Context: an optimization exercise on an open-source flow, tuned for small area, a short achievable clock period and few clock cycles. The choices shown serve that exercise and are no tape-out recipe.
Function was checked by simulation only, so behaviour that the tests miss may differ from the original.
Power and IR drop assume default switching activity.

### flow/run.sh
#!/bin/bash
# synth_recipe.tcl (not shown) runs the flow's synth.tcl, then flattens the netlist and writes it again
# the make line also repeats each setting of config.mk as NAME=value (left out here)
make -C /OpenROAD-flow-scripts/flow DESIGN_CONFIG=/design/flow/config.mk WORK_HOME=/design/flow/orfs CLKGATE_MAP_FILE= SYNTH_SCRIPT=/design/flow/synth_recipe.tcl finish
### flow/config.mk
export PLATFORM = sky130hd
export DESIGN_NAME = adc_capture_top
export DESIGN_NICKNAME = adc_capture_top
export VERILOG_FILES = /design/flow/design.v
export SDC_FILE = /design/flow/constraint.sdc
export NUM_CORES = 4
export LEC_CHECK = 0
export CAP_MARGIN = 20
export CORE_MARGIN = 2
export CORE_UTILIZATION = 55
export CTS_CLUSTER_DIAMETER = 80
export CTS_CLUSTER_SIZE = 20
export SETUP_SLACK_MARGIN = 2.2
export SLEW_MARGIN = 20
### flow/constraint.sdc
create_clock -name core_clock -period 4.0 [get_ports {data_clk_div}]
set_input_delay 0.8000 -clock core_clock [delete_from_list [all_inputs] [get_ports {data_clk_div}]]
set_output_delay 0.8000 -clock core_clock [all_outputs]
set_load 0.01 [all_outputs]
### flow/design.v
package adc_pkg;
	typedef struct packed {
		logic [8-1:0] frame;
		logic [8-1:0] ch0_a;
		logic [8-1:0] ch0_b;
		logic [8-1:0] ch1_a;
		logic [8-1:0] ch1_b;
	} lane_words_t;
	typedef struct packed {
		logic [16-1:0] ch0;
		logic [16-1:0] ch1;
	} sample_pair_t;
	typedef enum logic [1:0] {
		ALIGN_IDLE,
		ALIGN_CHECK,
		ALIGN_WAIT,
		ALIGN_LOCKED
	} align_state_e;
	typedef enum logic [1:0] {
		CAP_IDLE,
		CAP_RUN,
		CAP_DONE
	} cap_state_e;
endpackage
package host_pkg;
	typedef enum logic [1:0] {
		CMD_WRITE_CTRL,
		CMD_READ_STATUS,
		CMD_READ_SAMPLE
	} host_cmd_e;
	typedef struct packed {
		host_cmd_e cmd;
		logic [6-1:0] addr;
		logic [31:0] wdata;
	} host_req_t;
	typedef struct packed {
		logic [31:0] rdata;
	} host_rsp_t;
	typedef struct packed {
		logic adc_enable;
		logic capture_enable;
	} ctrl_t;
	typedef struct packed {
		logic frame_valid;
		logic [2:0] bitslip_count;
		logic [1:0] cap_state;   
		logic adc_enable;
		logic capture_enable;
	} status_t;
endpackage
`timescale 1ns/1ps
module adc_capture_top (
	input  logic        data_clk_div,
	input  logic        rst_n,
	input  logic [39:0] lanes,
	input  logic [39:0] host_req,
	input  logic        host_req_valid,
	output logic        host_ack,
	output logic [31:0] host_rsp
);
	localparam int DW = 2*16;
	localparam int N  = 64;
	localparam int AW = 6;
	function automatic logic [8-1:0] slip(input logic [8-1:0] b,
			input logic [2:0] n);
		logic [2*8-1:0] dbl;
		dbl = {b, b} >> n;
		slip = dbl[8-1:0];
	endfunction
	adc_pkg::lane_words_t lanes_s;
	host_pkg::host_req_t  req;
	assign lanes_s = lanes;
	assign req     = host_req;
	logic          ack;
	logic          adc_en, cap_en;
	logic [6:0]    cnt;           
	logic          cap_sh;        
	logic          sh;            
	logic [AW-1:0] pn;            
	logic          rd_q;          
	logic          st_q;          
	logic [7:0]    st_snap;       
	logic          frame_valid;
	logic [2:0]    bitslip;
	logic [DW-1:0] rsp;
	logic [DW*N-1:0] ring;
	logic is_wr, is_st, is_rd;
	logic cap_active, hit, ready, rise, arm, rd_ok, cap_sh_d, turn;
	assign is_wr = (req.cmd == 2'd0);
	assign is_st = (req.cmd == 2'd1);
	assign is_rd = (req.cmd == 2'd2);
	assign cap_active = cap_en & ~cnt[6];
	assign hit    = (req.addr == pn);
	assign rd_ok  = is_rd & ~cap_active;
	assign ready  = ~is_rd | cap_active | hit;
	assign rise   = host_req_valid & ~ack & ready;
	assign arm    = rise & is_wr & req.wdata[0] & ~cap_en;
	assign cap_sh_d = arm | (cap_en & (cnt < 7'd63));
	assign turn   = (ack & ~host_req_valid & rd_q) | (host_req_valid & ~ack & rd_ok & ~hit);
	logic [7:0] m;
	always_comb begin
		for (int s = 0; s < 8; s++)
			m[s] = (slip(lanes_s.frame, 3'(s)) == 8'b1111_0000);
	end
	always_ff @(posedge data_clk_div or negedge rst_n) begin
		if (!rst_n) begin
			frame_valid <= 1'b0;
			bitslip <= '0;
		end else begin
			frame_valid <= adc_en & (|m);
			bitslip <= adc_en ? {m[4] | m[5] | m[6] | m[7],
			                     m[2] | m[3] | m[6] | m[7],
			                     m[1] | m[3] | m[5] | m[7]} : 3'd0;
		end
	end
	always_ff @(posedge data_clk_div or negedge rst_n) begin
		if (!rst_n) begin
			ack <= 1'b0;
			adc_en <= 1'b0;
			cap_en <= 1'b0;
			cap_sh <= 1'b0;
			sh <= 1'b0;
			rd_q <= 1'b0;
			pn <= '0;
		end else begin
			ack <= host_req_valid & (ack | ready);
			if (rise & is_wr) begin
				adc_en <= req.wdata[1];
				cap_en <= req.wdata[0];
			end
			cap_sh <= cap_sh_d;
			sh <= cap_sh_d | turn;
			if (rise) begin
				rd_q <= rd_ok;
			end
			pn <= cap_sh_d ? '0 : (turn ? pn + 1'b1 : pn);
		end
	end
	always_ff @(posedge data_clk_div) begin
		if (arm)
			cnt <= '0;
		else if (cap_active)
			cnt <= cnt + 7'd1;
	end
	always_ff @(posedge data_clk_div) begin
		if (sh)
			ring <= {ring[DW*(N-1)-1:0],
			         cap_sh ? {slip(lanes_s.ch0_a, bitslip), slip(lanes_s.ch0_b, bitslip),
			                   slip(lanes_s.ch1_a, bitslip), slip(lanes_s.ch1_b, bitslip)}
			                : ring[DW*N-1 -: DW]};
	end
	host_pkg::status_t status;
	always_comb begin
		status.frame_valid = frame_valid;
		status.bitslip_count = bitslip;
		status.cap_state = ~cap_en ? 2'd0 : ((cnt[6] | (&cnt[5:0])) ? 2'd2 : 2'd1);
		status.adc_enable = adc_en;
		status.capture_enable = cap_en;
	end
	always_ff @(posedge data_clk_div) begin
		if (!ack) begin
			st_q <= is_st;
			st_snap <= status;
		end
	end
	always_ff @(posedge data_clk_div) begin
		if (ack)
			rsp <= rd_q ? ring[DW*N-1 -: DW] : st_q ? DW'(st_snap) : '0;
		else
			rsp <= rd_ok ? (sh ? ring[DW*(N-1)-1 -: DW] : ring[DW*N-1 -: DW]) :
			       is_st ? DW'(status) : '0;
	end
	assign host_ack = ack;
	assign host_rsp = rsp;
endmodule
==> results by group, run 1 <==
Drt
  • DR WL/cell: 20.3 um
  • Drt drc: 0
  • 1st-iter DRT viols: 2,566
  • WL final: 87.3 mm
  • Via count: 23,200
  • Antenna violation net count after detailed routing: 0
  • First-pass DRT Iterations: 5
  • Vias per cell: 5.39

Clocking
  • CTS tree: done
  • Clk sinks: 2,112
  • Total CTS buffers: 116
  • Clock root buffer: clkbuf_16
  • H-tree depth: 3
  • CTS clk-pin slew, worst paths: 0.08 ns
  • Clk latency of the worst-skew pair: 0.70 ns
  • Deepest clock path buffer count: 3

Yosys
  • EDFF count, synth: 2,057
  • Seq/Total Area, Yosys: 95.8%
  • Synth Instances: 2,442
  • Syn Nets: 2,527
  • Synth top area cells: edfxtp_1 94%, dfxtp_1 1.2%, mux4_2 1.1%, mux2i_1 0.64%, dfrtp_1 0.61%
  • Average size of a mapped cell: 26.9 um^2
  • Top cell type by total area after synthesis: edfxtp_1
  • Async SR Flop Fraction: 0.758%
  • Area share of the largest cell type after synthesis: 94.0%
  • Library cells used by synthesis: 52
  • Post-Syn Area: 65,700 um^2
  • Most used flip-flop cell after synthesis: edfxtp_1
  • Synthesis warning total: 1
  • Yosys reg bits: 2,112

Finish
  • Util after Layout: 61.9%
  • Share of layout cells above drive strength 1: 13.2%
  • Most frequent cells in the layout: 2,057 x edfxtp_1, 129 x clkbuf_16, 57 x clkbuf_1, 49 x clkdlybuf4s50_1, 43 x buf_4
  • Design Area, Final: 73,200 um^2
  • Most common cell after layout, fill and taps aside: edfxtp_1
  • Layout Nets: 2,785
  • Area Growth Syn to Fin: 11.4%

Critical path
  • CP required: 3.20 ns
  • Slowest cell on crit path: dfrtp_2
  • WS Path Type: register to output pin
  • Crit Path Max Fanout: 2
  • Crit-path cells: buf_6
  • CP Capture Type: output pin
  • Worst setup SP type: register
  • CP Data Arrival Time: 1.26 ns
  • CP max stage delay: 0.43 ns
  • Top delay family on crit path: flip-flops
  • Crit path buffers/inverters: 1

Global route
  • Largest net degree at the start of global routing: 183
  • Antenna violations before repair: 6
  • Vias in the first global route: 22,100
  • Total grt overflow: 0
  • Global-route wire length before repair: 129 mm
  • GRT Total Usage: 13.7%

Timing
  • Clk_skew: 0.0217 ns
  • Worst hold margin: 0.412 ns
  • RSZ-0062 raised after global routing: yes
  • Final setup fails: 0
  • Final Hold Viols: 0
  • Slew headroom: 45.3%
  • Final Max Tran Viols: 0
  • Min Tclk post-route: 2.06 ns
  • Fmax: 486 MHz
  • Final Cycle Share: 51.5%
  • TNS Setup: 0 ns
  • Worst slew pin tran: 0.818 ns

Die
  • Initial Util: 55.6%
  • Die height: 350 um
  • CORE AREA: 118,000 um^2
  • Chip Width: 350 um
  • # rows: 126
  • Die ar.: 122,000 um^2
  • IO Count: 116

Flow run
  • Max-Cap Viols: 0

Placement
  • Placed instance area: 68,800 um^2
  • Hpwl dp: 41.2 mm
  • Final GP Congestion: 0.789
  • Port Buffer Count: 85

Pwr
  • Clk network pwr share: 29.5%
  • P_sw: 7.80 mW
  • Flop pwr share: 66.8%
  • Leak: 22.9 nW
  • Peak supply drop: 354 uV
  • Sw Ratio: 19.6%
  • Pwr dens: 544 nW/um^2
  • Pint: 32.0 mW
  • Gate power share: 3.7%

Min path
  • Hold crit path type: register to register

Status
  • Status: finished clean
-- worst paths after layout --
kind / end / from / slack [ns] / cells past startpoint
worst min-delay path: ring[276] / ring[244] / 0.41 / 0
worst max-delay path: host_ack / ack / 1.94 / 1
max in group asynchronous: bitslip[1] / rst_n / 2.87 / 1
min in group asynchronous: rd_q / rst_n / 0.55 / 1
worst max register to register: ring[28] / bitslip[0] / 2.04 / 5
worst min register to register: ring[276] / ring[244] / 0.41 / 0
-- cells in the mapped netlist (all sizes together) (2+ instances only) --
master	number
inv	5
a22o	25
nor2b	8
dfxtp	39
nand2b	7
xnor2	7
mux4	32
xor2	5
a2111o	2
mux2	2
nor3	3
a222oi	6
and3	5
dfrtp	16
or3	4
nor4bb	2
nor3b	2
ha	2
mux2i	42
edfxtp	2057
buf	20
nand2	16
nand3	6
nor2	42
o21ai	14
a21oi	41
and2	4
clkbuf	10
nand4	3
nor4b	2
-- kinds of logic (layout without fill, tap and decap cells) --
kind of cell,Yosys count,in the layout,share of synthesized area (%)
compound gates,98,98,1.02
other cells,0,1,0
mux,76,76,1.77
simple gates,107,107,0.903
fa+ha+maj,2,2,0.0381
buf+inv,35,356,0.280
xor+xnor,12,12,0.160
flops,2112,2112,95.8
-- stage by stage --
step	std cells	power, mW	setup slack (ns)
after floorplan	2442	28.7	-12.06
after global placement	4077	28.3	1.27
after detailed placement	4077	28.4	1.22
after CTS	4278	40.3	1.88
after global routing	4299	41.4	1.88
final	4300	39.8	1.94
-- layout make-up --
type / count / area [um^2]
repair buffers: 170 / 2150
clock inverters: 5 / 43.8
fillers: 7841 / 45100
inverters: 5 / 22.5
multi-input cells: 295 / 2840
clock buffers: 176 / 3190
flip-flops and latches: 2112 / 63000
well taps: 1536 / 1920
diodes: 1 / 2.50
-- layer usage --
metal  vias to the layer above  wire [um]  track usage, %
met4                         0       2100            3.97
met5                         -          0               0
met1                     12200      46000            23.6
met3                       143       4140            2.69
li1                      10400          -               -
met2                       508      35100            17.6
-- power by group through the flow --
stage               clock, mW  combinational [mW]  sequential [mW]
global route             13.0                1.62             26.7
finish                   11.8                1.47             26.6
CTS                      12.3                1.39             26.6
detailed placement          0                1.29             27.1
global placement            0                1.21             27.1
floorplan                   0               0.247             28.4
-- flip-flops by register name, indices dropped and copies added, names as in the netlist --
name	flops
rsp	32
st_snap	8
ack	1
cnt	7
pn	6
ring	2048
sh	1
bitslip	3
st_q	1
frame_valid	1
adc_en	1
cap_sh	1
cap_en	1
rd_q	1
-- repair_timing --
action | CTS | global route
endpoints found under the setup margin | 1953 | 1063
cloned | 5 | 11
setup buffers | 15 | 10
resized for setup | 241 | 43
pin swaps | 21 | 10
hold buffers | 0 | 0
Testbench counts, summed over its fixed seeds: cycles 9,504.
==> inputs of run 2 (changes only) <==
--- a/flow/config.mk
+++ b/flow/config.mk
@@ -8,7 +8,7 @@
 export CAP_MARGIN = 20
 export CORE_MARGIN = 2
 export CORE_UTILIZATION = 55
-export CTS_CLUSTER_DIAMETER = 80
-export CTS_CLUSTER_SIZE = 20
-export SETUP_SLACK_MARGIN = 2.2
+export CTS_CLUSTER_DIAMETER = 100
+export CTS_CLUSTER_SIZE = 25
+export SETUP_SLACK_MARGIN = 2.0
 export SLEW_MARGIN = 20
==> results by group, run 2 <==
Die
  • Die height: 350 um (unchanged)
  • Initial Util: 55.6% (unchanged)
  • IO Count: 116 (unchanged)
  • Chip Width: 350 um (unchanged)
  • # rows: 126 (unchanged)
  • CORE AREA: 118,000 um^2 (unchanged)
  • Die ar.: 122,000 um^2 (unchanged)

Clocking
  • H-tree depth: 3 (unchanged)
  • Clock root buffer: clkbuf_16
  • CTS clk-pin slew, worst paths: 0.11 ns (+0.03 ns)
  • CTS tree: done
  • Clk sinks: 2,112 (unchanged)
  • Clk latency of the worst-skew pair: 0.70 ns (about the same)
  • CTS Hold Buffers Added: 0 (unchanged)
  • Deepest clock path buffer count: 3 (unchanged)
  • Total CTS buffers: 94 (-19%)

Critical path
  • WS Path Type: register to output pin
  • Top delay family on crit path: flip-flops
  • CP Capture Type: output pin
  • CP max stage delay: 0.44 ns (about the same)
  • Crit-path cells: buf_6
  • Worst setup SP type: register
  • Crit path buffers/inverters: 1 (unchanged)
  • Worst r2r src: ack
  • Crit path launch: ack
  • CP Data Arrival Time: 1.26 ns (about the same)
  • CP required: 3.20 ns (about the same)
  • Slowest cell on crit path: dfrtp_2
  • Crit Path Max Fanout: 2 (unchanged)

Yosys
  • Most used flip-flop cell after synthesis: edfxtp_1
  • Async SR Flop Fraction: 0.758% (unchanged)
  • Average size of a mapped cell: 26.9 um^2 (unchanged)
  • Simple logic cell fraction of the synthesized area: 0.903% (unchanged)
  • Synth Instances: 2,442 (unchanged)
  • Post-synth top cells: 2,057 x edfxtp_1, 42 x mux2i_1, 41 x a21oi_1, 41 x nor2_1, 39 x dfxtp_1
  • Most common cell in the netlist: edfxtp_1
  • Fraction of the mapped netlist area in compound gates: 1.02% (unchanged)
  • XOR/XNOR share of the synthesized area: 0.160% (unchanged)
  • Synthesis warning total: 1 (unchanged)
  • Seq/Total Area, Yosys: 95.8% (unchanged)
  • Post-Syn Area: 65,700 um^2 (unchanged)
  • EDFF count, synth: 2,057 (unchanged)
  • Post-Synth Adder-Cell Area: 0.0381% (unchanged)
  • Top cell type by total area after synthesis: edfxtp_1
  • Portion of netlist area occupied by mux cells: 1.77% (unchanged)
  • Syn Nets: 2,527 (unchanged)
  • Library cells used by synthesis: 52 (unchanged)
  • Yosys reg bits: 2,112 (unchanged)
  • Area share of the largest cell type after synthesis: 94.0% (unchanged)
  • Synth top area cells: edfxtp_1 94%, dfxtp_1 1.2%, mux4_2 1.1%, mux2i_1 0.64%, dfrtp_1 0.61%
  • Largest family of logic cells by synthesized area: multiplexers

Pwr
  • P_sw: 7.48 mW (-4.2%)
  • Sw Ratio: 19.5% (-0.13 points)
  • Peak supply drop: 350 uV (-1.0%)
  • Pint: 30.9 mW (-3.4%)
  • Pwr dens: 536 nW/um^2 (-1.5%)
  • Gate power share: 3.4% (-0.3 points)
  • Clk network pwr share: 27.4% (-2.1 points)
  • Leak: 22.2 nW (-2.9%)
  • Flop pwr share: 69.3% (+2.5 points)

Drt
  • Via count: 22,700 (-2.1%)
  • Antenna violation net count after detailed routing: 0 (unchanged)
  • First-pass DRT Iterations: 5 (unchanged)
  • DR WL/cell: 19.3 um (-4.8%)
  • 1st-iter DRT viols: 2,465 (-3.9%)
  • Vias per cell: 5.36 (-0.54%)
  • WL final: 81.8 mm (-6.3%)
  • Drt drc: 0 (unchanged)

Flow run
  • Max-Cap Viols: 0 (unchanged)

Status
  • Status: finished clean

Timing
  • Worst slew pin tran: 0.937 ns (+0.120 ns)
  • Clk_skew: 0.0420 ns (+0.0203 ns)
  • Final setup fails: 0 (unchanged)
  • Final Max Tran Viols: 0 (unchanged)
  • Slew headroom: 37.5% (-7.8 points)
  • RSZ-0062 raised after global routing: yes
  • Final Hold Viols: 0 (unchanged)
  • TNS Setup: 0 ns (unchanged)
  • Final WS setup: 1.94 ns (-0.00677 ns)
  • Min Tclk post-route: 2.06 ns (+0.00677 ns)
  • Fmax: 484 MHz (-0.33%)
  • Final Cycle Share: 51.6% (+0.17 points)

Finish
  • Largest register by flop count: ring
  • Most frequent cells in the layout: 2,057 x edfxtp_1, 96 x clkbuf_16, 52 x clkdlybuf4s50_1, 45 x clkbuf_1
  • Antenna Cells: 0 (-1)
  • Layout Nets: 2,733 (-1.9%)
  • Area Growth Syn to Fin: 9.04%
  • Regs by FF count: ring x2048, rsp x32, st_snap x8
  • Max FFs per register: 2,048 (unchanged)
  • Most common cell after layout, fill and taps aside: edfxtp_1
  • Share of layout cells above drive strength 1: 9.97% (-3.2 points)

Global route
  • Global-route wire length before repair: 126 mm (-2.7%)
  • Total grt overflow: 0 (unchanged)
  • Largest net degree at the start of global routing: 183 (unchanged)
  • Vias in the first global route: 21,700 (-1.7%)
  • Antenna violations before repair: 4 (-2)
  • GRT Total Usage: 13.2% (-0.47 points)

Min path
  • Hold crit path type: register to register
  • Hold path startpoint: ring[780]

Placement
  • Port Buffer Count: 85 (unchanged)
  • DP Worst Slack: 1.22 ns (unchanged)
  • Hpwl dp: 41.2 mm (unchanged)
  • Final GP Congestion: 0.789 (unchanged)
## run 2: what timing repair did
action / 4_1_cts / 5_1_grt
setup buffers: 11 / 0
endpoints found under the hold margin: 0 / 0
pin swaps: 0 / 0
endpoints found under the setup margin: 1405 / 161
gates resized for setup: 188 / 8
## run 2: path summary, 6_finish.rpt
check | slack [ns] | end | depth (start not counted)
max in group asynchronous | 2.89 | bitslip[1] | 1
min in group asynchronous | 0.53 | adc_en | 1
hold reg to reg | 0.41 | ring[812] | 0
hold / removal | 0.41 | ring[812] | 0
setup reg to reg | 2.09 | pn[4] | 5
setup / recovery | 1.94 | host_ack | 1
## run 2: worst reg2reg max path: cells and delay by family, from the launching register on
| family | cells | cell delay [ns] |
|---|---|---|
| compound gates | 2 | 0.57 |
| buf+inv | 1 | 0.16 |
| flops | 1 | 0.40 |
| simple gates | 2 | 0.71 |
## run 2: per-stage QoR
stage                     hold WS [ns]  cell area (um^2)  util, %  instances  power [mW]
after floorplan                  0.400             65700        -       2442        28.7
after global placement           0.400             68800     58.2       4077        28.3
after detailed placement         0.405             68800     58.2       4077        28.4
after CTS                        0.405             71600     60.5       4234        39.0
after global routing             0.419             71600     60.6       4234        39.9
final                            0.408             71600     60.6       4234        38.4
## run 2: layout make-up
class,count,area [um^2]
clock buffers,141,2570
clock inverters,5,58.8
fillers,7980,46600
inverters,5,18.8
multi-input cells,295,2570
flip-flops and latches,2112,63000
well taps,1536,1920
repair buffers,140,1490
## run 2: power by group through the flow
stage | sequential [mW] | combinational (mW) | clock (mW)
5_1_grt | 26.7 | 1.45 | 11.7
2_1_floorplan | 28.4 | 0.247 | 0
3_3_place_gp | 27.1 | 1.21 | 0
3_5_place_dp | 27.1 | 1.29 | 0
4_1_cts | 26.6 | 1.32 | 11.0
6_report | 26.6 | 1.30 | 10.5
## run 2: cell families after synthesis
| family | after synthesis |
|---|---|
| DFF | 2112 |
| adders and majority gates | 2 |
| AOI/OAI and AO/OA | 98 |
| and+or+nand+nor | 107 |
| muxes | 76 |
| xor gates and xnor gates | 12 |
| buffers and inverters | 35 |
## run 2: per-layer routing
layer	up-vias	routed length (um)	GRT usage, %
li1	10200	-	-
met1	11900	43000	22.5
met2	443	33000	17.2
met3	117	3990	2.88
met4	0	1830	3.66
met5	-	0	0
==> inputs of run 3 (changes only) <==
--- a/flow/design.v
+++ b/flow/design.v
@@ -164,11 +164,12 @@
 		end
 	end
 	always_ff @(posedge data_clk_div) begin
-		if (ack)
-			rsp <= rd_q ? ring[DW*N-1 -: DW] : st_q ? DW'(st_snap) : '0;
+		if (ack ? rd_q : rd_ok)
+			rsp <= sh ? ring[DW*(N-1)-1 -: DW] : ring[DW*N-1 -: DW];
+		else if (ack)
+			rsp <= st_q ? DW'(st_snap) : '0;
 		else
-			rsp <= rd_ok ? (sh ? ring[DW*(N-1)-1 -: DW] : ring[DW*N-1 -: DW]) :
-			       is_st ? DW'(status) : '0;
+			rsp <= is_st ? DW'(status) : '0;
 	end
 	assign host_ack = ack;
 	assign host_rsp = rsp;
==> results by group, run 3 <==
Clocking
  • CTS Hold Buffers Added: 0 (unchanged)
  • Clk sinks: 2,112 (unchanged)
  • Clock root buffer: clkbuf_16
  • H-tree depth: 3 (unchanged)
  • Total CTS buffers: 94 (unchanged)
  • CTS clk-pin slew, worst paths: 0.10 ns (about the same)
  • Clk latency of the worst-skew pair: 0.68 ns (-0.02 ns)
  • Deepest clock path buffer count: 3 (unchanged)
  • CTS tree: done

Finish
  • Largest register by flop count: ring
  • Most frequent cells in the layout: 2,057 x edfxtp_1, 97 x clkbuf_16, 66 x nor2_1, 62 x mux2i_1, 55 x clkbuf_1
  • Most common cell after layout, fill and taps aside: edfxtp_1
  • Max FFs per register: 2,048 (unchanged)
  • Area Growth Syn to Fin: 9.41%
  • Regs by FF count: ring x2048, rsp x32, st_snap x8
  • Share of layout cells above drive strength 1: 10.0% (+0.033 points)
  • Layout Nets: 2,756 (+0.84%)

Yosys
  • Yosys reg bits: 2,112 (unchanged)
  • Top cell type by total area after synthesis: edfxtp_1
  • Most used flip-flop cell after synthesis: edfxtp_1
  • Area share of the largest cell type after synthesis: 94.1% (about the same)
  • Synth top area cells: edfxtp_1 94%, dfxtp_1 1.2%, mux4_2 1.1%, mux2i_1 0.98%, dfrtp_1 0.61%
  • Post-Syn Area: 65,600 um^2 (about the same)
  • Synth Instances: 2,458 (+0.66%)
  • Syn Nets: 2,543 (+0.63%)
  • EDFF count, synth: 2,057 (unchanged)
  • Library cells used by synthesis: 42 (-19%)
  • Async SR Flop Fraction: 0.758% (unchanged)
  • Synthesis warning total: 1 (unchanged)
  • Seq/Total Area, Yosys: 95.9% (about the same)
  • Post-synth top cells: 2,057 x edfxtp_1, 67 x nor2_1, 64 x mux2i_1
  • Most common cell in the netlist: edfxtp_1
  • Average size of a mapped cell: 26.7 um^2 (-0.74%)

Timing
  • Final Hold Viols: 0 (unchanged)
  • Slew headroom: 33.8% (-3.8 points)
  • Final Max Tran Viols: 0 (unchanged)
  • Worst hold margin: 0.408 ns (+0.000169 ns)
  • Clk_skew: 0.0183 ns (-0.0237 ns)
  • Fmax: 489 MHz (+0.99%)
  • Final setup fails: 0 (unchanged)
  • Worst slew pin tran: 0.991 ns (+0.0535 ns)
  • Final Cycle Share: 51.1% (-0.50 points)
  • Final WS setup: 1.96 ns (+0.0202 ns)
  • TNS Setup: 0 ns (unchanged)
  • RSZ-0062 raised after global routing: yes
  • Min Tclk post-route: 2.04 ns (-0.0202 ns)

Placement
  • Port Buffer Count: 85 (unchanged)
  • Hpwl dp: 42.0 mm (+2.0%)
  • Final GP Congestion: 0.743 (-5.8%)
  • DP Worst Slack: 1.03 ns (-0.191 ns)

Global route
  • Antenna violations before repair: 2 (-2)
  • Largest net degree at the start of global routing: 149 (-19%)
  • Vias in the first global route: 21,800 (+0.65%)
  • Total grt overflow: 0 (unchanged)
  • GRT Total Usage: 13.6% (+0.40 points)
  • Global-route wire length before repair: 129 mm (+2.2%)

Status
  • Status: finished clean

Drt
  • Antenna violation net count after detailed routing: 0 (unchanged)
  • Vias per cell: 5.31 (-0.93%)
  • DR WL/cell: 19.9 um (+2.9%)
  • WL final: 84.9 mm (+3.7%)
  • Drt drc: 0 (unchanged)
  • 1st-iter DRT viols: 2,246 (-8.9%)
  • First-pass DRT Iterations: 5 (unchanged)
  • Via count: 22,700 (-0.14%)

Min path
  • Hold crit path type: register to register
  • Hold depth: 0 (unchanged)
  • Hold path startpoint: ring[833]

Critical path
  • Crit path launch: ack
  • Crit-path cells: clkbuf_2
  • Crit path buffers/inverters: 1 (unchanged)
  • Slowest cell on crit path: dfrtp_2
  • Number of cells on the critical path: 1 (unchanged)
  • Capturing point of the worst reg2reg path: pn[3]
  • Worst r2r src: ack
  • CP max stage delay: 0.43 ns (about the same)
  • CP Capture Type: output pin
  • Top delay family on crit path: flip-flops
  • CP Data Arrival Time: 1.24 ns (-0.02 ns)
  • CP required: 3.20 ns (about the same)
  • R2r worst-path depth: 7 (+2)
  • WS Path Type: register to output pin
  • R2r setup slk: 1.98 ns (-0.11 ns)
  • Worst setup SP type: register
  • Crit Path Max Fanout: 2 (unchanged)
  • Worst Setup EP: host_ack

Flow run
  • Max-Cap Viols: 0 (unchanged)

Die
  • CORE AREA: 118,000 um^2 (unchanged)
  • Chip Width: 349 um (about the same)
  • Die height: 349 um (about the same)
  • # rows: 126 (unchanged)
  • Die ar.: 122,000 um^2 (about the same)
  • IO Count: 116 (unchanged)
  • Initial Util: 55.5% (about the same)

Pwr
  • Leak: 22.4 nW (+0.77%)
  • Peak supply drop: 363 uV (+3.7%)
  • Pwr Total: 40.7 mW (+6.1%)
  • Pwr dens: 567 nW/um^2 (+5.8%)
run 3: changes by cell type in the layout (fill, tap and decap cells not counted), moves of 10 or more:
cell,previous run,this run
a22o_1,25,0
buf_12,16,26
clkbuf_1,45,55
mux2i_1,40,62
nor2_1,41,66
run 3: final cells by class:
class                   count  area (um^2)
flip-flops and latches   2112        63000
fillers                  7971        46400
clock buffers             152         2630
multi-input cells         310         2590
well taps                1536         1920
repair buffers            149         1620
inverters                   4         18.8
clock inverters             2         16.3
diodes                      3         7.51
run 3: per-stage QoR:
step           cell area [um^2]  util (%)  std cells
5_1_grt                   71800      60.7       4265
3_3_place_gp              68900      58.2       4094
3_5_place_dp              68900      58.2       4094
4_1_cts                   71700      60.6       4259
2_1_floorplan             65700         -       2458
6_report                  71800      60.7       4268
run 3: how the worst min path moves through the flow:
stage / endpoint
floorplan: ring[1000]
global route: ring[865]
detailed placement: ring[1005]
global placement: ring[1995]
CTS: ring[865]
finish: ring[865]
run 3: logic make-up after synthesis:
logic type | synth area share, %
buf+inv | 0.244
flops | 95.9
compound gates | 0.686
simple gates | 0.873
xor+xnor | 0.160
fa+ha+maj | 0.0381
mux | 2.09
run 3: routing by layer:
layer / GRT usage, % / wire length (um) / up-vias
li1: - / - / 10200
met2: 18.4 / 35600 / 342
met5: 0 / 0 / -
met3: 2.28 / 2860 / 134
met4: 3.66 / 1830 / 0
met1: 23.1 / 44600 / 11900
run 3: what timing repair did:
action	CTS	global route
endpoints found under the hold margin	0	0
setup endpoints to repair	1688	45
gates resized for setup	183	16
pin swaps	0	2
buffers inserted	11	5
gates cloned	0	1
run 3: where the power goes:
group	switching (mW)	internal [mW]
Combinational	1.55	0.454
Sequential	0.722	27.5
Clock	5.98	4.55
Total	8.25	32.5
Testbench counts of run 3, summed over its fixed seeds: cycles 9,504.
==> inputs of run 4 (changes only) <==
==> flow/flow/run.sh (new file) <==
#!/bin/bash
# The standard layout, with the port buffers made from sky130_fd_sc_hd__buf_2
# instead of the cell buffer_ports picks by itself. Every port still gets its
# own buffer. make's full output goes to orfs_make.log; each ORFS step also
# keeps its own log under orfs/logs/.
set -euo pipefail
export BUFFER_PORTS_ARGS="-buffer_cell sky130_fd_sc_hd__buf_2"
bash standard.sh finish > orfs_make.log 2>&1
==> flow/standard.sh (new file) <==
#!/bin/bash
# synth_recipe.tcl (not shown) runs the flow's synth.tcl, then flattens the netlist and writes it again
# the make line also repeats each setting of config.mk as NAME=value (left out here)
make -C /OpenROAD-flow-scripts/flow DESIGN_CONFIG=/design/flow/config.mk WORK_HOME=/design/flow/orfs CLKGATE_MAP_FILE= SYNTH_SCRIPT=/design/flow/synth_recipe.tcl "${@:-finish}"
removed: flow/run.sh
==> results by group, run 4 <==
Clocking
  • Clk sinks: 2,112 (unchanged)
  • CTS clk-pin slew, worst paths: 0.10 ns (about the same)
  • Deepest clock path buffer count: 3 (unchanged)
  • CTS tree: done
  • H-tree depth: 3 (unchanged)
  • Clock root buffer: clkbuf_16
  • Total CTS buffers: 94 (unchanged)
  • Clk latency of the worst-skew pair: 0.69 ns (about the same)

Global route
  • Global-route wire length before repair: 128 mm (-0.26%)
  • GRT Total Usage: 13.6% (-0.036 points)
  • Vias in the first global route: 21,700 (-0.41%)
  • Antenna violations before repair: 10 (+8)
  • Largest net degree at the start of global routing: 146 (-2.0%)
  • Total grt overflow: 0 (unchanged)

Finish
  • Most common cell after layout, fill and taps aside: edfxtp_1
  • Largest register by flop count: ring
  • Most frequent cells in the layout: 2,057 x edfxtp_1, 97 x clkbuf_16, 61 x buf_2, 60 x nor2_1, 58 x mux2i_1
  • Design Area, Final: 71,700 um^2 (-0.16%)
  • Max FFs per register: 2,048 (unchanged)
  • Regs by FF count: ring x2048, rsp x32, st_snap x8
  • Layout Nets: 2,756 (unchanged)
  • Total of fill cells in the finished design: 7,970 (-0.013%)
  • Post-Layout Cell Count: 4,274 (+0.14%)
  • Area Growth Syn to Fin: 9.23%
  • Share of layout cells above drive strength 1: 12.3% (+2.3 points)

Yosys
  • Most common cell in the netlist: edfxtp_1
  • Portion of netlist area occupied by mux cells: 2.09% (unchanged)
  • Largest family of logic cells by synthesized area: multiplexers
  • Synth Instances: 2,458 (unchanged)
  • XOR/XNOR share of the synthesized area: 0.160% (unchanged)
  • Fraction of the mapped netlist area in compound gates: 0.686% (unchanged)
  • Synthesis warning total: 1 (unchanged)
  • EDFF count, synth: 2,057 (unchanged)
  • Area share of the largest cell type after synthesis: 94.1% (unchanged)
  • Post-Synth Adder-Cell Area: 0.0381% (unchanged)
  • Simple logic cell fraction of the synthesized area: 0.873% (unchanged)
  • Post-Syn Area: 65,600 um^2 (unchanged)
  • Most used flip-flop cell after synthesis: edfxtp_1
  • Average size of a mapped cell: 26.7 um^2 (unchanged)
  • Syn Nets: 2,543 (unchanged)
  • Top cell type by total area after synthesis: edfxtp_1
  • Library cells used by synthesis: 42 (unchanged)
  • Post-synth top cells: 2,057 x edfxtp_1, 67 x nor2_1, 64 x mux2i_1
  • Synth top area cells: edfxtp_1 94%, dfxtp_1 1.2%, mux4_2 1.1%, mux2i_1 0.98%, dfrtp_1 0.61%
  • Async SR Flop Fraction: 0.758% (unchanged)
  • Seq/Total Area, Yosys: 95.9% (unchanged)
  • Yosys reg bits: 2,112 (unchanged)

Critical path
  • CP max stage delay: 0.43 ns (about the same)
  • Worst r2r src: bitslip[0]
  • R2r worst-path depth: 5 (-2)
  • Slowest cell on crit path: dfrtp_2
  • Crit path launch: ack
  • WS Path Type: register to output pin
  • Crit path buffers/inverters: 1 (unchanged)
  • Top delay family on crit path: flip-flops
  • CP required: 3.20 ns (about the same)
  • Crit-path cells: buf_6
  • CP Capture Type: output pin
  • Number of cells on the critical path: 1 (unchanged)
  • Crit Path Max Fanout: 2 (unchanged)
  • CP Data Arrival Time: 1.25 ns (about the same)
  • Worst setup SP type: register

Die
  • Die ar.: 122,000 um^2 (unchanged)
  • Initial Util: 55.5% (unchanged)
  • Chip Width: 349 um (unchanged)
  • Die height: 349 um (unchanged)
  • CORE AREA: 118,000 um^2 (unchanged)
  • # rows: 126 (unchanged)
  • IO Count: 116 (unchanged)

Min path
  • Hold path startpoint: lanes[39]
  • Hold crit path type: input port to register
  • Hold depth: 2 (+2)

Drt
  • Via count: 22,700 (+0.20%)
  • Antenna violation net count after detailed routing: 0 (unchanged)
  • 1st-iter DRT viols: 2,387 (+6.3%)
  • DR WL/cell: 19.7 um (-1.2%)
  • Drt drc: 0 (unchanged)
  • WL final: 84.0 mm (-1.0%)
  • Vias per cell: 5.31 (about the same)
  • First-pass DRT Iterations: 5 (unchanged)

Timing
  • Fmax: 489 MHz (about the same)
  • Final Cycle Share: 51.1% (about the same)
  • RSZ-0062 raised after global routing: yes
  • Min Tclk post-route: 2.05 ns (+0.000630 ns)
  • TNS Setup: 0 ns (unchanged)
  • Slew headroom: 48.9% (+15 points)
  • Clk_skew: 0.0287 ns (+0.0105 ns)
  • Final Hold Viols: 0 (unchanged)
  • Final setup fails: 0 (unchanged)
  • Worst slew pin tran: 0.766 ns (-0.225 ns)
  • Worst hold margin: 0.325 ns (-0.0834 ns)
  • Final Max Tran Viols: 0 (unchanged)

Pwr
  • Peak supply drop: 361 uV (-0.51%)
  • Pwr dens: 569 nW/um^2 (+0.30%)
  • Leak: 22.4 nW (+0.18%)
  • Pwr Total: 40.8 mW (+0.14%)

Placement
  • Placed instance area: 68,400 um^2 (-0.62%)
  • Final GP Congestion: 0.750 (+0.96%)
  • Port Buffer Count: 85 (unchanged)
  • Hpwl dp: 41.1 mm (-2.3%)
  • Inst Count DP: 4,092 (-0.049%)

Status
  • Status: finished clean

Flow run
  • Max-Cap Viols: 0 (unchanged)
-- run 4: cell counts after synthesis --
Identical to the previous run, type by type.
-- run 4: cells by family after synthesis --
| kind of cell | after synthesis |
|---|---|
| buffers and inverters | 37 |
| xor gates and xnor gates | 12 |
| and+or+nand+nor | 121 |
| AOI/OAI and AO/OA | 77 |
| muxes | 97 |
| DFF | 2112 |
| adders and majority gates | 2 |
-- run 4: repair_timing --
action / 4_1_cts / 5_1_grt
hold buffers: 1 / 0
gates resized for setup: 56 / 22
hold endpoints to repair: 1 / 0
setup endpoints to repair: 923 / 43
buffers inserted: 15 / 3
pin swaps: 0 / 3
-- run 4: final timing paths --
path,endpoint,slack (ns)
setup / recovery,host_ack,1.95
hold / removal,bitslip[2],0.32
setup reg to reg,ring[29],2.04
hold reg to reg,ring[1829],0.41
max in group asynchronous,bitslip[1],3.03
min in group asynchronous,rd_q,0.59
-- run 4: where the power goes --
group          total, mW  leakage [nW]  internal (mW)  switching, mW
combinational       1.95          1.62          0.436           1.51
clock               10.6          1.29           4.57           6.05
sequential          28.2          19.5           27.5          0.735
total               40.8          22.4           32.5           8.30
-- run 4: layout make-up --
class | count | area (um^2) | area share, %
Antenna cell | 5 | 12.5 | 0.0175
Clock buffer | 152 | 2630 | 3.67
Clock inverter | 6 | 55.1 | 0.0768
Inverter | 4 | 18.8 | 0.0262
Multi-Input combinational cell | 309 | 2620 | 3.66
Sequential cell | 2112 | 63000 | 87.9
Tap cell | 1536 | 1920 | 2.68
Timing Repair Buffer | 150 | 1430 | 2.00
-- run 4: per-layer routing --
layer	global-route usage, %	wire length [um]	vias up
met5	0	50	-
met4	3.60	1770	8
met3	2.72	3810	131
met2	18.4	34800	378
met1	22.6	43600	11900
li1	-	-	10300
-- run 4: stage by stage --
| stage | setup slack, ns | util, % |
|---|---|---|
| after floorplan | -10.71 | - |
| after global placement | 1.42 | 57.9 |
| final | 1.95 | 60.6 |
| after CTS | 1.88 | 60.5 |
| after global routing | 1.88 | 60.6 |
| after detailed placement | 1.31 | 57.9 |
==> inputs of run 5 (changes only) <==
--- a/flow/config.mk
+++ b/flow/config.mk
@@ -10,5 +10,6 @@
 export CORE_UTILIZATION = 55
 export CTS_CLUSTER_DIAMETER = 100
 export CTS_CLUSTER_SIZE = 25
+export GPL_TIMING_DRIVEN = 0
 export SETUP_SLACK_MARGIN = 2.0
 export SLEW_MARGIN = 20
==> results by group, run 5 <==
Clocking
  • Total CTS buffers: 94 (unchanged)
  • Clock root buffer: clkbuf_16
  • Deepest clock path buffer count: 3 (unchanged)
  • Clk sinks: 2,112 (unchanged)
  • Clk latency of the worst-skew pair: 0.68 ns (about the same)
  • CTS tree: done
  • CTS clk-pin slew, worst paths: 0.10 ns (about the same)
  • H-tree depth: 3 (unchanged)

Global route
  • Total grt overflow: 0 (unchanged)
  • Antenna violations before repair: 19 (+9)
  • Largest net degree at the start of global routing: 69 (-53%)
  • Global-route wire length before repair: 135 mm (+4.9%)
  • GRT Total Usage: 14.5% (+0.94 points)
  • Vias in the first global route: 22,500 (+3.4%)

Die
  • IO Count: 116 (unchanged)
  • Chip Width: 349 um (unchanged)
  • Initial Util: 55.5% (unchanged)
  • Die ar.: 122,000 um^2 (unchanged)
  • # rows: 126 (unchanged)
  • Die height: 349 um (unchanged)
  • CORE AREA: 118,000 um^2 (unchanged)

Yosys
  • Average size of a mapped cell: 26.7 um^2 (unchanged)
  • Synth Instances: 2,458 (unchanged)
  • Yosys reg bits: 2,112 (unchanged)
  • Fraction of the mapped netlist area in compound gates: 0.686% (unchanged)
  • EDFF count, synth: 2,057 (unchanged)
  • Syn Nets: 2,543 (unchanged)
  • Simple logic cell fraction of the synthesized area: 0.873% (unchanged)
  • Seq/Total Area, Yosys: 95.9% (unchanged)
  • Portion of netlist area occupied by mux cells: 2.09% (unchanged)
  • Async SR Flop Fraction: 0.758% (unchanged)
  • Post-Synth Adder-Cell Area: 0.0381% (unchanged)
  • Post-synth top cells: 2,057 x edfxtp_1, 67 x nor2_1, 64 x mux2i_1
  • Largest family of logic cells by synthesized area: multiplexers
  • Post-Syn Area: 65,600 um^2 (unchanged)
  • Synthesis warning total: 1 (unchanged)
  • Synth top area cells: edfxtp_1 94%, dfxtp_1 1.2%, mux4_2 1.1%, mux2i_1 0.98%, dfrtp_1 0.61%
  • Area share of the largest cell type after synthesis: 94.1% (unchanged)
  • Most common cell in the netlist: edfxtp_1
  • Top cell type by total area after synthesis: edfxtp_1
  • Most used flip-flop cell after synthesis: edfxtp_1
  • XOR/XNOR share of the synthesized area: 0.160% (unchanged)
  • Library cells used by synthesis: 42 (unchanged)

Drt
  • First-pass DRT Iterations: 7 (+2)
  • Met2 routed WL: 39.1 mm (+12%)
  • Vias per cell: 5.35 (+0.68%)
  • DR WL/cell: 21.0 um (+7.0%)
  • Antenna violation net count after detailed routing: 0 (unchanged)
  • Met1 WL: 46.9 mm (+7.8%)
  • Top sig layer: met5
  • Met3 routed wirelength: 6.00 mm (+58%)
  • Via count: 23,900 (+5.0%)
  • 1st-iter DRT viols: 2,657 (+11%)
  • Drt drc: 0 (unchanged)
  • WL final: 93.8 mm (+12%)

Critical path
  • CP Capture Type: register
  • CP Data Arrival Time: 2.81 ns (+1.56 ns)
  • Crit Path Max Fanout: 6 (+4)
  • R2r worst-path depth: 12 (+7)
  • Worst setup SP type: register
  • Worst r2r src: sh
  • WS Path Type: register to register
  • Capturing point of the worst reg2reg path: ring[1300]
  • CP required: 4.45 ns (+1.25 ns)
  • R2r setup slk: 1.64 ns (-0.40 ns)

Finish
  • Regs by FF count: ring x2048, rsp x32, st_snap x8
  • Max FFs per register: 2,048 (unchanged)
  • Post-Layout Cell Count: 4,458 (+4.3%)
  • Most frequent cells in the layout: 2,057 x edfxtp_1, 142 x clkbuf_16, 81 x buf_2, 66 x buf_16, 64 x clkbuf_1
  • Largest register by flop count: ring
  • Area Growth Syn to Fin: 15.3%
  • Most common cell after layout, fill and taps aside: edfxtp_1
  • Share of layout cells above drive strength 1: 17.2% (+4.9 points)
  • Layout Nets: 2,941 (+6.7%)

Timing
  • Final Hold Viols: 0 (unchanged)
  • Min Tclk post-route: 2.36 ns (+0.315 ns)
  • RSZ-0062 raised after global routing: yes
  • Clk_skew: 0.0238 ns (-0.00492 ns)
  • Worst hold margin: 0.0567 ns (-0.268 ns)
  • Final Max Tran Viols: 0 (unchanged)
  • TNS Setup: 0 ns (unchanged)
  • Worst slew pin tran: 0.636 ns (-0.130 ns)
  • Fmax: 424 MHz (-13%)
  • Final setup fails: 0 (unchanged)
  • Final Cycle Share: 59.0% (+7.9 points)
  • Slew headroom: 57.6% (+8.7 points)

Placement
  • Inst Count DP: 4,115 (+0.56%)
  • Hpwl dp: 46.5 mm (+13%)
  • Port Buffer Count: 85 (unchanged)
  • Final GP Congestion: 0.830 (+11%)

Status
  • Status: finished clean

Pwr
  • Leak: 24.3 nW (+8.3%)
  • Pwr Total: 42.4 mW (+3.9%)
  • Pwr dens: 560 nW/um^2 (-1.6%)
  • Peak supply drop: 397 uV (+9.8%)

Flow run
  • Max-Cap Viols: 0 (unchanged)

Min path
  • Hold crit path type: input port to asynchronous set/reset pin
## run 5: cell counts after synthesis
No cell type changed its count.
## run 5: power by group
| part | leakage (nW) | switching, mW | total (mW) | internal, mW |
|---|---|---|---|---|
| logic | 3.50 | 1.88 | 3.56 | 1.68 |
| registers | 19.5 | 0.759 | 28.2 | 27.5 |
| clock network | 1.28 | 5.99 | 10.6 | 4.62 |
## run 5: kinds of logic (layout without fill, tap and decap cells)
| kind of cell | after synthesis | in the layout |
|---|---|---|
| buf+inv | 37 | 494 |
| simple gates | 121 | 121 |
| fa+ha+maj | 2 | 2 |
| xor+xnor | 12 | 12 |
| compound gates | 77 | 77 |
| flops | 2112 | 2112 |
| other cells | 0 | 7 |
| mux | 97 | 97 |
## run 5: critical path, stage by stage, from the launching register on
cell and delay [ns]:
dfrtp_4 0.51, buf_16 0.14, buf_16 0.12, buf_16 0.12, buf_16 0.12, buf_16 0.12
buf_16 0.12, buf_16 0.12, buf_16 0.13, buf_16 0.14, buf_16 0.14, buf_16 0.15
clkbuf_16 0.16
## run 5: area by class of cell
| class | instances | area [um^2] |
|---|---|---|
| antenna | 7 | 17.5 |
| buffer | 33 | 280 |
| clock buffer | 153 | 2640 |
| clock inverter | 2 | 38.8 |
| fill | 7571 | 42500 |
| inverter | 4 | 18.8 |
| multi-input combinational | 309 | 2680 |
| sequential | 2112 | 63000 |
| tap | 1536 | 1920 |
| timing repair buffer | 302 | 5130 |
## run 5: worst max-delay path by stage
stage | cells past startpoint | startpoint | slack [ns] | endpoint
floorplan | 4 | sh | -10.71 | rsp[11]
global placement | 4 | sh | -15.09 | rsp[26]
global route | 12 | sh | 1.59 | ring[1300]
detailed placement | 12 | sh | -0.93 | ring[1262]
finish | 12 | sh | 1.64 | ring[1300]
CTS | 12 | sh | 1.62 | ring[942]
## run 5: metal layers
metal,vias to the layer above,GRT usage (%)
met4,8,3.43
li1,10700,-
met3,122,2.67
met5,-,0
met2,524,19.5
met1,12500,24.8
## run 5: what timing repair did
| item | in CTS | in global routing |
|---|---|---|
| pin swaps | 0 | 9 |
| resized for setup | 50 | 137 |
| cloned | 52 | 70 |
| hold buffers | 0 | 0 |
| setup buffers | 27 | 32 |
| setup endpoints to repair | 1552 | 1108 |
| endpoints found under the hold margin | 0 | 0 |
## run 5: stage by stage
step | instance area, um^2 | utilization, % | worst slack [ns]
after global placement | 68000 | 57.5 | -15.09
after global routing | 75700 | 64.0 | 1.59
after CTS | 73600 | 62.2 | 1.62
after detailed placement | 68900 | 58.3 | -0.933
after floorplan | 65700 | - | -10.71
final | 75700 | 64.0 | 1.64
==> inputs of run 6 (changes only) <==
--- a/flow/config.mk
+++ b/flow/config.mk
@@ -7,9 +7,8 @@
 export LEC_CHECK = 0
 export CAP_MARGIN = 20
 export CORE_MARGIN = 2
-export CORE_UTILIZATION = 55
+export CORE_UTILIZATION = 72
 export CTS_CLUSTER_DIAMETER = 100
 export CTS_CLUSTER_SIZE = 25
-export GPL_TIMING_DRIVEN = 0
-export SETUP_SLACK_MARGIN = 2.0
+export SETUP_SLACK_MARGIN = 1.95
 export SLEW_MARGIN = 20
==> results by group, run 6 <==
Timing
  • RSZ-0062 raised after global routing: yes
  • Fmax: 488 MHz (+15%)
  • Final Max Tran Viols: 0 (unchanged)
  • Min Tclk post-route: 2.05 ns (-0.310 ns)
  • TNS Setup: 0 ns (unchanged)
  • Final WS setup: 1.95 ns (+0.310 ns)
  • Clk_skew: 0.0262 ns (+0.00243 ns)
  • Final Cycle Share: 51.3% (-7.7 points)
  • Final Hold Viols: 0 (unchanged)
  • Worst slew pin tran: 0.798 ns (+0.163 ns)
  • Slew headroom: 46.6% (-11 points)
  • Final setup fails: 0 (unchanged)

Critical path
  • Top delay family on crit path: flip-flops
  • CP max stage delay: 0.44 ns (-0.07 ns)
  • R2r setup slk: 2.01 ns (+0.37 ns)
  • CP required: 3.20 ns (-1.25 ns)
  • Crit-path cells: buf_6
  • CP Data Arrival Time: 1.25 ns (-1.56 ns)
  • Worst r2r src: bitslip[1]
  • R2r worst-path depth: 3 (-9)
  • WS Path Type: register to output pin
  • Capturing point of the worst reg2reg path: ring[2]
  • Worst setup SP type: register
  • Slowest cell on crit path: dfrtp_2
  • CP Capture Type: output pin
  • Crit path buffers/inverters: 1 (-11)
  • Crit Path Max Fanout: 4 (-2)

Placement
  • DP Worst Slack: 1.34 ns (+2.27 ns)
  • Inst Count DP: 3,738 (-9.2%)
  • Final GP Congestion: 0.771 (-7.0%)
  • Hpwl dp: 40.5 mm (-13%)
  • Port Buffer Count: 85 (unchanged)
  • Placed instance area: 68,000 um^2 (-1.3%)

Pwr
  • Peak supply drop: 393 uV (-0.97%)
  • Leak: 22.4 nW (-8.0%)
  • Pwr dens: 572 nW/um^2 (+2.1%)

Global route
  • Total grt overflow: 0 (unchanged)
  • Antenna violations before repair: 7 (-12)
  • Vias in the first global route: 21,300 (-5.2%)
  • Largest net degree at the start of global routing: 133 (+93%)
  • GRT Total Usage: 17.6% (+3.1 points)
  • Global-route wire length before repair: 125 mm (-7.6%)

Clocking
  • Clock root buffer: clkbuf_16
  • CTS clk-pin slew, worst paths: 0.10 ns (about the same)
  • Clk sinks: 2,112 (unchanged)
  • H-tree depth: 3 (unchanged)
  • Total CTS buffers: 94 (unchanged)
  • Deepest clock path buffer count: 3 (unchanged)
  • CTS tree: done
  • Clk latency of the worst-skew pair: 0.68 ns (about the same)

Yosys
  • Seq/Total Area, Yosys: 95.9% (unchanged)
  • Average size of a mapped cell: 26.7 um^2 (unchanged)
  • Most used flip-flop cell after synthesis: edfxtp_1
  • Area share of the largest cell type after synthesis: 94.1% (unchanged)
  • Async SR Flop Fraction: 0.758% (unchanged)
  • Syn Nets: 2,543 (unchanged)
  • Synthesis warning total: 1 (unchanged)
  • Library cells used by synthesis: 42 (unchanged)
  • Top cell type by total area after synthesis: edfxtp_1
  • Synth top area cells: edfxtp_1 94%, dfxtp_1 1.2%, mux4_2 1.1%, mux2i_1 0.98%, dfrtp_1 0.61%
  • Post-Syn Area: 65,600 um^2 (unchanged)
  • Yosys reg bits: 2,112 (unchanged)
  • Synth Instances: 2,458 (unchanged)
  • Most common cell in the netlist: edfxtp_1
  • EDFF count, synth: 2,057 (unchanged)
  • Post-synth top cells: 2,057 x edfxtp_1, 67 x nor2_1, 64 x mux2i_1

Finish
  • Max FFs per register: 2,048 (unchanged)
  • Regs by FF count: ring x2048, rsp x32, st_snap x8
  • Most common cell after layout, fill and taps aside: edfxtp_1
  • Share of layout cells above drive strength 1: 10.9% (-6.3 points)
  • Layout Nets: 2,756 (-6.3%)
  • Most frequent cells in the layout: 2,057 x edfxtp_1, 97 x clkbuf_16, 83 x buf_2, 67 x nor2_1, 63 x mux2i_1
  • Largest register by flop count: ring
  • Design Area, Final: 70,900 um^2 (-6.3%)
  • Post-Layout Cell Count: 3,904 (-12%)
  • Area Growth Syn to Fin: 8.05%

Die
  • CORE AREA: 90,100 um^2 (-24%)
  • Die height: 306 um (-12%)
  • Initial Util: 72.8% (+17 points)
  • # rows: 110 (-13%)
  • Die ar.: 93,600 um^2 (-23%)
  • Chip Width: 306 um (-12%)
  • IO Count: 116 (unchanged)

Drt
  • DR WL/cell: 21.1 um (+0.26%)
  • WL final: 82.3 mm (-12%)
  • 1st-iter DRT viols: 2,471 (-7.0%)
  • Drt drc: 0 (unchanged)
  • Vias per cell: 5.77 (+7.8%)
  • Via count: 22,500 (-5.6%)
  • Antenna violation net count after detailed routing: 0 (unchanged)
  • First-pass DRT Iterations: 5 (-2)

Min path
  • Hold crit path type: input port to asynchronous set/reset pin

Status
  • Status: finished clean

Flow run
  • Max-Cap Viols: 0 (unchanged)
[run 6: report_power, final]
part	internal (mW)	total, mW	switching [mW]	leakage (nW)
clock	4.53	10.4	5.87	1.26
sequential	27.5	28.2	0.764	19.5
combinational	0.424	1.90	1.48	1.58
total	32.4	40.5	8.11	22.4
[run 6: logic make-up after synthesis]
| kind of cell | Yosys count | synth area share, % |
|---|---|---|
| flip-flops | 2112 | 95.9 |
| AND/OR/NAND/NOR | 121 | 0.873 |
| multiplexers | 97 | 2.09 |
| AO/OA/AOI/OAI | 77 | 0.686 |
| buffers and inverters | 37 | 0.244 |
| XOR/XNOR | 12 | 0.160 |
| adder cells (fa/ha/maj) | 2 | 0.0381 |
[run 6: worst max-delay path by stage]
stage | start | endpoint | slack, ns | cells after the start
final | ack | host_ack | 1.95 | 1
after global routing | ack | host_ack | 1.88 | 1
after CTS | ack | host_ack | 1.90 | 1
after detailed placement | host_req[36] | pn[5] | 1.34 | 6
after global placement | host_req[36] | pn[5] | 1.42 | 6
after floorplan | sh | rsp[11] | -10.71 | 4
[run 6: per-stage QoR]
stage               power [mW]  hold WS [ns]  utilization [%]
finish                    40.5        0.0616             78.7
global route              42.1        0.0435             78.7
CTS                       41.0        0.0116             78.6
detailed placement        30.6         0.405             75.5
global placement          30.4         0.400             75.5
floorplan                 31.1         0.400                -
[run 6: cell type report]
| type | instances | area, um^2 |
|---|---|---|
| antenna | 3 | 7.51 |
| clock buffer | 149 | 2620 |
| clock inverter | 1 | 16.3 |
| fill | 4354 | 19200 |
| inverter | 4 | 15.0 |
| multi-input combinational | 309 | 2550 |
| sequential | 2112 | 63000 |
| tap | 1176 | 1470 |
| timing repair buffer | 150 | 1260 |
[run 6: routing by layer]
layer  part of all wire, %  up-vias  track usage, %
li1                      -    10200               -
met1                    50    11700            29.8
met2                    42      456            24.0
met3                   6.1      128            4.16
met4                   1.9        6            4.39
met5                 0.055        -               0
[run 6: repair_timing]
action	in CTS	in global routing
resized for setup	12	5
hold buffers	0	0
setup endpoints to repair	925	51
buffers inserted	8	5
==> inputs of run 7 (changes only) <==
--- a/flow/config.mk
+++ b/flow/config.mk
@@ -7,8 +7,8 @@
 export LEC_CHECK = 0
 export CAP_MARGIN = 20
 export CORE_MARGIN = 2
-export CORE_UTILIZATION = 72
+export CORE_UTILIZATION = 65
 export CTS_CLUSTER_DIAMETER = 100
 export CTS_CLUSTER_SIZE = 25
-export SETUP_SLACK_MARGIN = 1.95
+export SETUP_SLACK_MARGIN = 1.85
 export SLEW_MARGIN = 20
==> results by group, run 7 <==
Status
  • Status: finished clean

Timing
  • TNS Setup: 0 ns (unchanged)
  • Worst hold margin: 0.0631 ns (+0.00149 ns)
  • RSZ-0062 raised after global routing: no
  • Final setup fails: 0 (unchanged)
  • Worst slew pin tran: 0.884 ns (+0.0858 ns)
  • Final Hold Viols: 0 (unchanged)
  • Final Cycle Share: 51.6% (+0.36 points)
  • Fmax: 484 MHz (-0.70%)
  • Slew headroom: 40.8% (-5.7 points)
  • Min Tclk post-route: 2.07 ns (+0.0145 ns)
  • Final Max Tran Viols: 0 (unchanged)
  • Clk_skew: 0.0203 ns (-0.00592 ns)

Flow run
  • Max-Cap Viols: 0 (unchanged)

Die
  • # rows: 116 (+5.5%)
  • Chip Width: 322 um (+5.2%)
  • Die height: 322 um (+5.2%)
  • Die ar.: 104,000 um^2 (+11%)
  • Initial Util: 65.5% (-7.3 points)
  • CORE AREA: 100,000 um^2 (+11%)
  • IO Count: 116 (unchanged)

Pwr
  • Sw Ratio: 20.2% (+0.16 points)
  • Leak: 22.4 nW (about the same)
  • Clk network pwr share: 25.9% (+0.3 points)
  • Flop pwr share: 69.4% (-0.3 points)
  • Gate power share: 4.6% (about the same)
  • Pint: 32.5 mW (about the same)
  • Peak supply drop: 410 uV (+4.3%)
  • Pwr dens: 572 nW/um^2 (about the same)
  • P_sw: 8.20 mW (+1.1%)

Finish
  • Share of layout cells above drive strength 1: 10.7% (-0.23 points)
  • Regs by FF count: ring x2048, rsp x32, st_snap x8
  • Max FFs per register: 2,048 (unchanged)
  • Area Growth Syn to Fin: 8.29%
  • Largest register by flop count: ring
  • Layout Nets: 2,750 (-0.22%)
  • Most common cell after layout, fill and taps aside: edfxtp_1
  • Post-Layout Cell Count: 4,018 (+2.9%)
  • Util after Layout: 71.0% (-7.7 points)
  • Most frequent cells in the layout: 2,057 x edfxtp_1, 98 x clkbuf_16, 85 x buf_2, 67 x nor2_1, 64 x mux2i_1

Clocking
  • Clk sinks: 2,112 (unchanged)
  • Clock root buffer: clkbuf_16
  • CTS clk-pin slew, worst paths: 0.10 ns (about the same)
  • Deepest clock path buffer count: 3 (unchanged)
  • CTS tree: done
  • H-tree depth: 3 (unchanged)
  • Total CTS buffers: 94 (unchanged)
  • Clk latency of the worst-skew pair: 0.69 ns (about the same)
  • CTS Hold Buffers Added: 0 (unchanged)

Yosys
  • Yosys reg bits: 2,112 (unchanged)
  • Top cell type by total area after synthesis: edfxtp_1
  • Library cells used by synthesis: 42 (unchanged)
  • Area share of the largest cell type after synthesis: 94.1% (unchanged)
  • Post-Syn Area: 65,600 um^2 (unchanged)
  • Synth top area cells: edfxtp_1 94%, dfxtp_1 1.2%, mux4_2 1.1%, mux2i_1 0.98%, dfrtp_1 0.61%
  • Seq/Total Area, Yosys: 95.9% (unchanged)
  • Most common cell in the netlist: edfxtp_1
  • Synth Instances: 2,458 (unchanged)
  • Synthesis warning total: 1 (unchanged)
  • Syn Nets: 2,543 (unchanged)
  • EDFF count, synth: 2,057 (unchanged)
  • Most used flip-flop cell after synthesis: edfxtp_1
  • Post-synth top cells: 2,057 x edfxtp_1, 67 x nor2_1, 64 x mux2i_1
  • Async SR Flop Fraction: 0.758% (unchanged)
  • Average size of a mapped cell: 26.7 um^2 (unchanged)

Critical path
  • R2r worst-path depth: 3 (unchanged)
  • CP Data Arrival Time: 2.49 ns (+1.24 ns)
  • WS Path Type: register to register
  • CP required: 4.43 ns (+1.23 ns)
  • CP Capture Type: register
  • Crit Path Max Fanout: 18 (+14)
  • Worst setup SP type: register

Min path
  • Hold crit path type: input port to asynchronous set/reset pin

Drt
  • First-pass DRT Iterations: 5 (unchanged)
  • Vias per cell: 5.59 (-3.1%)
  • WL final: 80.6 mm (-2.1%)
  • Drt drc: 0 (unchanged)
  • Antenna violation net count after detailed routing: 0 (unchanged)
  • 1st-iter DRT viols: 2,325 (-5.9%)
  • Via count: 22,500 (-0.23%)
  • DR WL/cell: 20.1 um (-4.8%)

Global route
  • Global-route wire length before repair: 123 mm (-1.5%)
  • GRT Total Usage: 15.4% (-2.2 points)
  • Antenna violations before repair: 5 (-2)
  • Largest net degree at the start of global routing: 149 (+12%)
  • Vias in the first global route: 21,200 (-0.38%)
  • Total grt overflow: 0 (unchanged)

Placement
  • Hpwl dp: 39.7 mm (-2.0%)
  • Inst Count DP: 3,858 (+3.2%)
  • Port Buffer Count: 85 (unchanged)
  • Final GP Congestion: 0.780 (+1.2%)
run 7: cell counts after synthesis:
No cell type changed its count.
run 7: path summary, 6_finish.rpt:
kind                                    to        start  slack [ns]
worst max-delay path               ring[2]   bitslip[1]        1.93
worst min-delay path                cap_en        rst_n        0.06
min in group core_clock             adc_en  host_req[1]        0.34
worst max register to register     ring[2]   bitslip[1]        1.93
worst min register to register   ring[285]    ring[253]        0.41
max in group asynchronous       bitslip[0]        rst_n        3.55
run 7: cell families (layout without fill, tap and decap cells):
logic type               count (synthesis)  count (layout)  synth area share (%)
AO/OA/AOI/OAI                           77              77                 0.686
XOR/XNOR                                12              12                 0.160
adder cells (fa/ha/maj)                  2               2                0.0381
buffers and inverters                   37             297                 0.244
flip-flops                            2112            2112                  95.9
multiplexers                            97              97                  2.09
other                                    0               2                     0
AND/OR/NAND/NOR                        121             121                 0.873
run 7: cell type report:
| type | count | area (um^2) |
|---|---|---|
| diodes | 2 | 5.00 |
| clock buffers | 144 | 2630 |
| clock inverters | 5 | 50.0 |
| fillers | 5864 | 29100 |
| inverters | 4 | 15.0 |
| multi-input cells | 309 | 2540 |
| flip-flops and latches | 2112 | 63000 |
| well taps | 1298 | 1620 |
| repair buffers | 144 | 1250 |
run 7: repair_timing:
item,CTS,global route
gates resized for setup,5,1
setup buffers,7,1
setup endpoints to repair,829,9
run 7: power groups by stage:
| stage | Clock (mW) | Combinational, mW | Sequential, mW |
|---|---|---|---|
| 6_report | 10.5 | 1.88 | 28.2 |
| 5_1_grt | 11.7 | 2.10 | 28.5 |
| 2_1_floorplan | 0 | 0.314 | 30.8 |
| 3_3_place_gp | 0 | 1.78 | 28.7 |
| 4_1_cts | 11.0 | 1.90 | 28.3 |
| 3_5_place_dp | 0 | 1.90 | 28.7 |
run 7: layer usage:
layer / GRT usage, % / wire, um
met3: 2.59 / 3270
met5: 0 / 0
met1: 27.3 / 42900
met4: 4.50 / 1840
met2: 20.0 / 32600
run 7: per-stage QoR:
step,worst slack (ns),power [mW],cell area [um^2]
after floorplan,-10.71,31.1,65700
after global placement,1.43,30.5,68200
after detailed placement,1.28,30.6,68200
after CTS,1.87,41.2,71000
after global routing,1.86,42.3,71100
final,1.93,40.7,71100
run 7: worst max-delay path, stage by stage (launching register included):
cell,delay [ns]
dfrtp_4,0.72
mux4_2,0.57
mux2i_1,0.38
a21oi_1,0.13
==> inputs of run 8 (changes only) <==
--- a/flow/config.mk
+++ b/flow/config.mk
@@ -10,5 +10,5 @@
 export CORE_UTILIZATION = 65
 export CTS_CLUSTER_DIAMETER = 100
 export CTS_CLUSTER_SIZE = 25
-export SETUP_SLACK_MARGIN = 1.85
+export SETUP_SLACK_MARGIN = 1.95
 export SLEW_MARGIN = 20
==> results by group, run 8 <==
Timing
  • Clk_skew: 0.0206 ns (+0.000311 ns)
  • Min Tclk post-route: 2.02 ns (-0.0441 ns)
  • Worst slew pin tran: 0.885 ns (+0.000732 ns)
  • Final Cycle Share: 50.5% (-1.1 points)
  • RSZ-0062 raised after global routing: yes
  • Slew headroom: 40.8% (-0.049 points)
  • TNS Setup: 0 ns (unchanged)

Finish
  • Largest register by flop count: ring
  • Share of layout cells above drive strength 1: 11.1% (+0.42 points)
  • Regs by FF count: ring x2048, rsp x32, st_snap x8
  • Most common cell after layout, fill and taps aside: edfxtp_1

Yosys
  • Library cells used by synthesis: 42 (unchanged)
  • EDFF count, synth: 2,057 (unchanged)
  • Synth top area cells: edfxtp_1 94%, dfxtp_1 1.2%, mux4_2 1.1%, mux2i_1 0.98%, dfrtp_1 0.61%
  • Top cell type by total area after synthesis: edfxtp_1
  • Post-Syn Area: 65,600 um^2 (unchanged)
  • Most used flip-flop cell after synthesis: edfxtp_1
  • Async SR Flop Fraction: 0.758% (unchanged)
  • Syn Nets: 2,543 (unchanged)
  • Yosys reg bits: 2,112 (unchanged)
  • Seq/Total Area, Yosys: 95.9% (unchanged)
  • Synthesis warning total: 1 (unchanged)

Critical path
  • Top delay family on crit path: flip-flops
  • Crit Path Max Fanout: 2 (-16)
  • WS Path Type: register to output pin
  • Crit path buffers/inverters: 1 (+1)
  • CP Data Arrival Time: 1.22 ns (-1.27 ns)
  • CP Capture Type: output pin

Die
  • Chip Width: 322 um (unchanged)
  • Die ar.: 104,000 um^2 (unchanged)
  • Initial Util: 65.5% (unchanged)
  • IO Count: 116 (unchanged)

Global route
  • Vias in the first global route: 21,200 (+0.052%)
  • Largest net degree at the start of global routing: 149 (unchanged)
  • GRT Total Usage: 15.5% (+0.062 points)
  • Antenna violations before repair: 6 (+1)

Flow run
  • Max-Cap Viols: 0 (unchanged)

Drt
  • Via count: 22,600 (+0.52%)
  • Vias per cell: 5.61 (+0.42%)
  • Drt drc: 0 (unchanged)

Clocking
  • H-tree depth: 3 (unchanged)
  • CTS tree: done
  • CTS Hold Buffers Added: 0 (unchanged)

Status
  • Status: finished clean

Pwr
  • Peak supply drop: 413 uV (+0.73%)
  • Pwr dens: 571 nW/um^2 (-0.12%)

Placement
  • Port Buffer Count: 85 (unchanged)
  • Hpwl dp: 39.7 mm (unchanged)
  • Inst Count DP: 3,858 (unchanged)
[run 8: cell counts after synthesis]
No cell type changed its count.
[run 8: worst register-to-register path: cells and delay by family, from the launching register on]
kind | cells | cell delay [ns]
compound gates | 3 | 0.72
simple gates | 2 | 0.60
flops | 1 | 0.42
buf+inv | 1 | 0.16
[run 8: cell type report]
cell class,count,area (um^2)
clock buffer,144,2630
antenna,1,2.50
multi-input combinational,309,2560
timing repair buffer,149,1360
fill,5851,28900
clock inverter,5,50.0
sequential,2112,63000
inverter,4,15.0
tap,1298,1620
[run 8: final timing paths]
path                                 from         end  slack (ns)  cells past startpoint
worst max-delay path                  ack    host_ack        1.98                      1
worst min-delay path                rst_n        rd_q        0.06                      1
worst max register to register        ack       pn[5]        2.02                      6
worst min register to register  ring[253]   ring[285]        0.41                      0
max in group asynchronous           rst_n  bitslip[0]        3.56                      1
min in group core_clock         lanes[39]  bitslip[2]        0.33                      2
[run 8: report_power, final]
| group | total, mW | switching [mW] | internal [mW] |
|---|---|---|---|
| combinational | 1.93 | 1.49 | 0.445 |
| clock | 10.5 | 5.97 | 4.57 |
| sequential | 28.2 | 0.741 | 27.5 |
| total | 40.7 | 8.20 | 32.5 |
[run 8: repair_timing]
action / 4_1_cts / 5_1_grt
gates resized for setup: 14 / 5
setup endpoints to repair: 1369 / 12
buffers inserted: 8 / 6
[run 8: logic make-up after synthesis]
| group | after synthesis | synth area share [%] |
|---|---|---|
| AOI/OAI and AO/OA | 77 | 0.686 |
| xor gates and xnor gates | 12 | 0.160 |
| adders and majority gates | 2 | 0.0381 |
| buffers and inverters | 37 | 0.244 |
| DFF | 2112 | 95.9 |
| muxes | 97 | 2.09 |
| and+or+nand+nor | 121 | 0.873 |
[run 8: per-layer routing]
metal | vias to the layer above | track usage, % | wire length, um | part of all wire [%]
li1 | 10200 | - | - | -
met2 | 392 | 20.1 | 32900 | 41
met1 | 11800 | 27.4 | 42300 | 52
met5 | - | 0 | 0 | 0
met4 | 0 | 4.50 | 1840 | 2.3
met3 | 126 | 2.60 | 3570 | 4.4
[run 8: per-stage QoR]
stage               power [mW]  instance area, um^2  hold slack (ns)
floorplan                 31.1                65700            0.400
global placement          30.5                68200            0.400
detailed placement        30.6                68200            0.405
CTS                       41.2                71100           0.0176
global route              42.3                71200           0.0302
finish                    40.7                71200           0.0624

[separate check: timing with driven ports]
No port has a modelled driver above. Below, the same layouts with a new extraction and two added sets of constraints. Step 1 assumes that a clkbuf_16 drives the clock port and a buf_2 every other input. Step 2, shift: input delay + t, output delay - t, t = (earliest + latest rising clock arrival at the registers) / 2. This alone moves slack from input paths to output paths. Three values: no drivers, after step 1, after step 2; two values: the first two.
| run | t, ns | slack for setup (ns) |
|---|---|---|
| run 1 | 0.763 | 1.942 / 1.869 / 1.548 |
| run 2 | 0.752 | 1.935 / 1.864 / 1.346 |
| run 3 | 0.752 | 1.955 / 1.882 / 1.303 |
| run 4 | 0.748 | 1.955 / 1.885 / 1.603 |
| run 5 | 0.744 | 1.639 / 1.639 / 1.221 |
| run 6 | 0.734 | 1.949 / 1.881 / 1.690 |
| run 7 | 0.750 | 1.934 / 1.901 / 1.661 |
| run 8 | 0.750 | 1.979 / 1.907 / 1.650 |
After both steps every run listed still meets setup and hold.
